From an optimization exercise on the open Yosys and OpenROAD flow, aimed at small area; shortcuts taken in it are not production practice.
The RTL was checked by simulation tests, not by an equivalence proof against the original design.
Power is estimated from default activity; no workload was simulated.

v6:
## aq_ifu_ibuf_queue
module aq_ifu_ibuf_queue #(
  parameter int DEPTH   = 16,
  parameter int CRT_NUM = 3,
  parameter int RET_NUM = 2,
  parameter int HINFO_W = 22,
  localparam int PTR_W  = $clog2(DEPTH),
  localparam int CNT_W  = $clog2(DEPTH+1)
) (
  input  logic                         forever_cpuclk,
  input  logic                         cpurst_b,
  input  logic                         ibuf_flush_en,
  input  logic [CRT_NUM-1:0]           ibuf_create_vld,
  input  logic [16*CRT_NUM-1:0]        ibuf_create_inst,
  input  logic [2*CRT_NUM-1:0]         ibuf_create_pred_taken,
  input  logic [HINFO_W*CRT_NUM-1:0]   ibuf_create_halt_info,
  input  logic [CRT_NUM-1:0]           ibuf_create_acc_err,
  input  logic [CRT_NUM-1:0]           ibuf_create_pgflt,
  output logic                         ibuf_create_rdy,
  input  logic [RET_NUM-1:0]           ibuf_retire_en,
  output logic [RET_NUM-1:0]           ibuf_head_vld,
  output logic [16*RET_NUM-1:0]        ibuf_head_inst,
  output logic [2*RET_NUM-1:0]         ibuf_head_pred_taken,
  output logic [HINFO_W*RET_NUM-1:0]   ibuf_head_halt_info,
  output logic [RET_NUM-1:0]           ibuf_head_acc_err,
  output logic [RET_NUM-1:0]           ibuf_head_pgflt,
  output logic [CNT_W-1:0]             ibuf_entry_cnt
);
Size: roughly 2200 cells after synthesis, roughly 690 flip-flops, ~230 I/O pins.
export LEC_CHECK = 0
export CAP_MARGIN = 10
export CORE_MARGIN = 2
export CORE_UTILIZATION = 65
export PLACE_DENSITY = 0.75
export SLEW_MARGIN = 10
create_clock -name core_clock -period 6.0 [get_ports {forever_cpuclk}]
standard.sh (not shown) runs the stock make flow with config.mk's settings and CLKGATE_MAP_FILE= SYNTH_SCRIPT=/design/flow/synth_recipe.tcl, a recipe that flattens the netlist after the stock synthesis.
==> flow/flow/run.sh <==
#!/bin/bash
# Own layout flow: the standard ORFS flow, except for the ABC step of
# synthesis. Registers and everything before ABC are exactly the standard
# synthesis. ABC then runs twice:
#  1. on the load/hold select logic in front of each payload flip-flop
#     (the cells within three levels of a dfxtp D pin), with a cell
#     library restricted so that it maps to and-or cells (flow/abc_ff.script);
#  2. on the rest of the logic, with an area-oriented script
#     (flow/abc_area.script).
# Extra ORFS make variables come from flow/make_vars.txt.
set -euo pipefail
W=$PWD
F=$W/flow
cat > $W/my_synth.tcl <<EOF
proc abc {args} {
  set i [lsearch -exact \$args -script]
  set a1 \$args
  set a2 \$args
  lset a1 [expr {\$i + 1}] $F/abc_ff.script
  lset a2 [expr {\$i + 1}] $F/abc_area.script
  foreach p {*o22ai* *o21ai* *o2bb2* *a2bb2* *mux2* *o22a_* *a22oi* *o211* *a211* *o221* *a221*} {
    lappend a1 -dont_use \$p
  }
  yosys select -set ffd t:sky130_fd_sc_hd__dfxtp_1 %ci1:+sky130_fd_sc_hd__dfxtp_1\[D\] %ci3 t:\\\$_* %i
  yosys abc {*}\$a1 @ffd
  yosys abc {*}\$a2
}
source $W/synth_recipe.tcl
EOF
EXTRA=()
[[ -f $F/make_vars.txt ]] && mapfile -t EXTRA < <(grep -v '^#' $F/make_vars.txt | grep -v '^$')
make -C $FLOW_HOME DESIGN_CONFIG=$FLOW_CONFIG WORK_HOME=$W/orfs CLKGATE_MAP_FILE= \
  SYNTH_SCRIPT=$W/my_synth.tcl "${EXTRA[@]}" finish > $W/make_finish.log 2>&1
R=$W/orfs/results/$FLOW_PLATFORM/aq_ifu_ibuf_queue/base
: # left out here: write the final layout as DEF
==> flow/flow/abc_area.script <==
strash
dch
amap
topo
==> flow/flow/abc_ff.script <==
strash
&get -n
&nf -a
&put
==> flow/flow/make_vars.txt <==
# extra ORFS make variables, one per line
BUFFER_PORTS_ARGS=-buffer_cell sky130_fd_sc_hd__buf_1
CTS_ARGS=-sink_clustering_enable -repair_clock_nets -dont_use_dummy_load -buf_list {sky130_fd_sc_hd__clkbuf_4 sky130_fd_sc_hd__clkbuf_8} -sink_clustering_size 16 -sink_clustering_max_diameter 45
### v6 -> v7
==> flow/flow/abc_area.script <==
strash
dch
amap -F 1000
topo
==> flow/flow/make_vars.txt <==
# extra ORFS make variables, one per line
BUFFER_PORTS_ARGS=-buffer_cell sky130_fd_sc_hd__buf_1
CTS_ARGS=-sink_clustering_enable -repair_clock_nets -dont_use_dummy_load -buf_list {sky130_fd_sc_hd__clkbuf_8 sky130_fd_sc_hd__clkbuf_16} -root_buf sky130_fd_sc_hd__clkbuf_16 -tree_buf sky130_fd_sc_hd__clkbuf_16 -sink_clustering_buffer sky130_fd_sc_hd__clkbuf_8 -sink_clustering_size 16 -sink_clustering_max_diameter 45
[summary]
Cmp v6 and v7 / leakage power total / lower: v7. The number of antenna violations at the first check in global routing in v7 was higher than what v6 gave. In the flow results for v6 and v7, the combinational power share is smaller on v7. From v6 to v7 the numbers moved as follows: number of non-clock buffers shrank by 0.33%, sequential group power held steady, sequential share of layout area held steady. Looking at count of vias placed by the detailed router, v7 sits above v6. | total power | v7 vs v6 | ≈ equal |. v7 | stages: all done | timing, DRC, antenna: all pass. The lower met3 track demand over resource in global routing of v6 and v7 is in v7.


Another version of the RTL of aq_ifu_ibuf_queue (not shown whole).
Size: about 1700 cells after synthesis, roughly 0.027 mm2 of cells after synthesis.
==> flow/config.mk <==
export PLATFORM = sky130hd
export DESIGN_NAME = aq_ifu_ibuf_queue
export DESIGN_NICKNAME = aq_ifu_ibuf_queue
export VERILOG_FILES = /design/flow/design.v
export SDC_FILE = /design/flow/constraint.sdc
export NUM_CORES = 4
export LEC_CHECK = 0
export CAP_MARGIN = 20
export CORE_MARGIN = 2
export CORE_UTILIZATION = 65
export PLACE_DENSITY = 0.75
export SLEW_MARGIN = 20
==> flow/constraint.sdc <==
create_clock -name core_clock -period 6.0 [get_ports {forever_cpuclk}]
set_input_delay 1.2000 -clock core_clock [delete_from_list [all_inputs] [get_ports {forever_cpuclk}]]
set_output_delay 1.2000 -clock core_clock [all_outputs]
set_load 0.01 [all_outputs]
==> flow/flow/run.sh <==
#!/bin/bash
# Own layout flow: the standard ORFS flow, except that synthesis maps the
# logic with an area-oriented ABC script (flow/abc_area.script). Registers and
# everything before the ABC step are exactly the standard synthesis.
set -euo pipefail
W=$PWD
F=$W/flow
cat > $W/my_synth.tcl <<EOF
proc abc {args} {
  set i [lsearch -exact \$args -script]
  if {\$i >= 0} { lset args [expr {\$i + 1}] $F/abc_area.script }
  yosys abc {*}\$args
}
source $W/synth_recipe.tcl
EOF
EXTRA=()
[[ -f $F/make_vars.txt ]] && mapfile -t EXTRA < <(grep -v '^#' $F/make_vars.txt | grep -v '^$')
make -C $FLOW_HOME DESIGN_CONFIG=$FLOW_CONFIG WORK_HOME=$W/orfs CLKGATE_MAP_FILE= \
  SYNTH_SCRIPT=$W/my_synth.tcl "${EXTRA[@]}" finish > $W/make_finish.log 2>&1
R=$W/orfs/results/$FLOW_PLATFORM/aq_ifu_ibuf_queue/base
: # left out here: write the final layout as DEF
==> flow/flow/abc_area.script <==
strash
&get -n
&st
&dch
&nf -a -R 1000
&put
strash
dch
amap
topo
==> flow/flow/make_vars.txt <==
# extra ORFS make variables, one per line
BUFFER_PORTS_ARGS=-buffer_cell sky130_fd_sc_hd__buf_1
CTS_ARGS=-sink_clustering_enable -repair_clock_nets -dont_use_dummy_load
The starting point went through all stages and came out clean.
Next try:
==> flow/run.sh (new file) <==
#!/bin/bash
# synth_recipe.tcl (not shown) runs the flow's synth.tcl, then flattens the netlist and writes it again
# the make line also repeats each setting of config.mk as NAME=value (left out here)
make -C /OpenROAD-flow-scripts/flow DESIGN_CONFIG=/design/flow/config.mk WORK_HOME=/design/flow/orfs CLKGATE_MAP_FILE= SYNTH_SCRIPT=/design/flow/synth_recipe.tcl finish
- CORE_UTILIZATION: 65 -> 55
- PLACE_DENSITY: 0.75 -> 0.65
removed: flow/flow/run.sh
removed: flow/flow/abc_area.script
removed: flow/flow/make_vars.txt
removed: flow/standard.sh
The new run went through all stages and came out clean.
Via count climbs by 4.0%.
Wire length climbs by 21%.
Non-clock buffer count climbs by 9.
Global-route usage drops by 2.5 points.

-- afterwards: timing with drivers on the ports --
The results above use ideal ports. As a check the final layouts listed here were re-extracted and re-timed, cells and wires unchanged.
Step 1: set_driving_cell puts a clkbuf_16 on forever_cpuclk and a buf_2 on each other input, an assumption about the parent block.
Step 2 also shifts input and output timing later by t, the mid clock arrival at the registers, as if the neighbouring blocks saw the same clock.
a / b / c = no drivers / after step 1 / after step 2; a / b = the first two.
| run | t (ns) | setup slack, ns | hold WS [ns] | worst setup path at the end | cell pins on the clock port's net |
|---|---|---|---|---|---|
| v6 | 0.770 | 0.358 / 0.298 / 1.068 | 0.475 / 0.475 / 0.475 | register to output | 1 |
| v7 | 0.639 | 0.834 / 0.774 / 1.414 | 0.476 / 0.476 / 0.476 | register to output | 1 |
| the first run of note 2 | 0.617 | 0.519 / 0.462 / 1.080 | 0.680 / 0.680 / 0.680 | register to output | 1 |
| the second run of note 2 | 0.662 | 0.481 / 0.423 / 1.085 | 0.754 / 0.754 / 0.754 | register to output | 1 |
After both steps setup and hold are still met in every run listed.
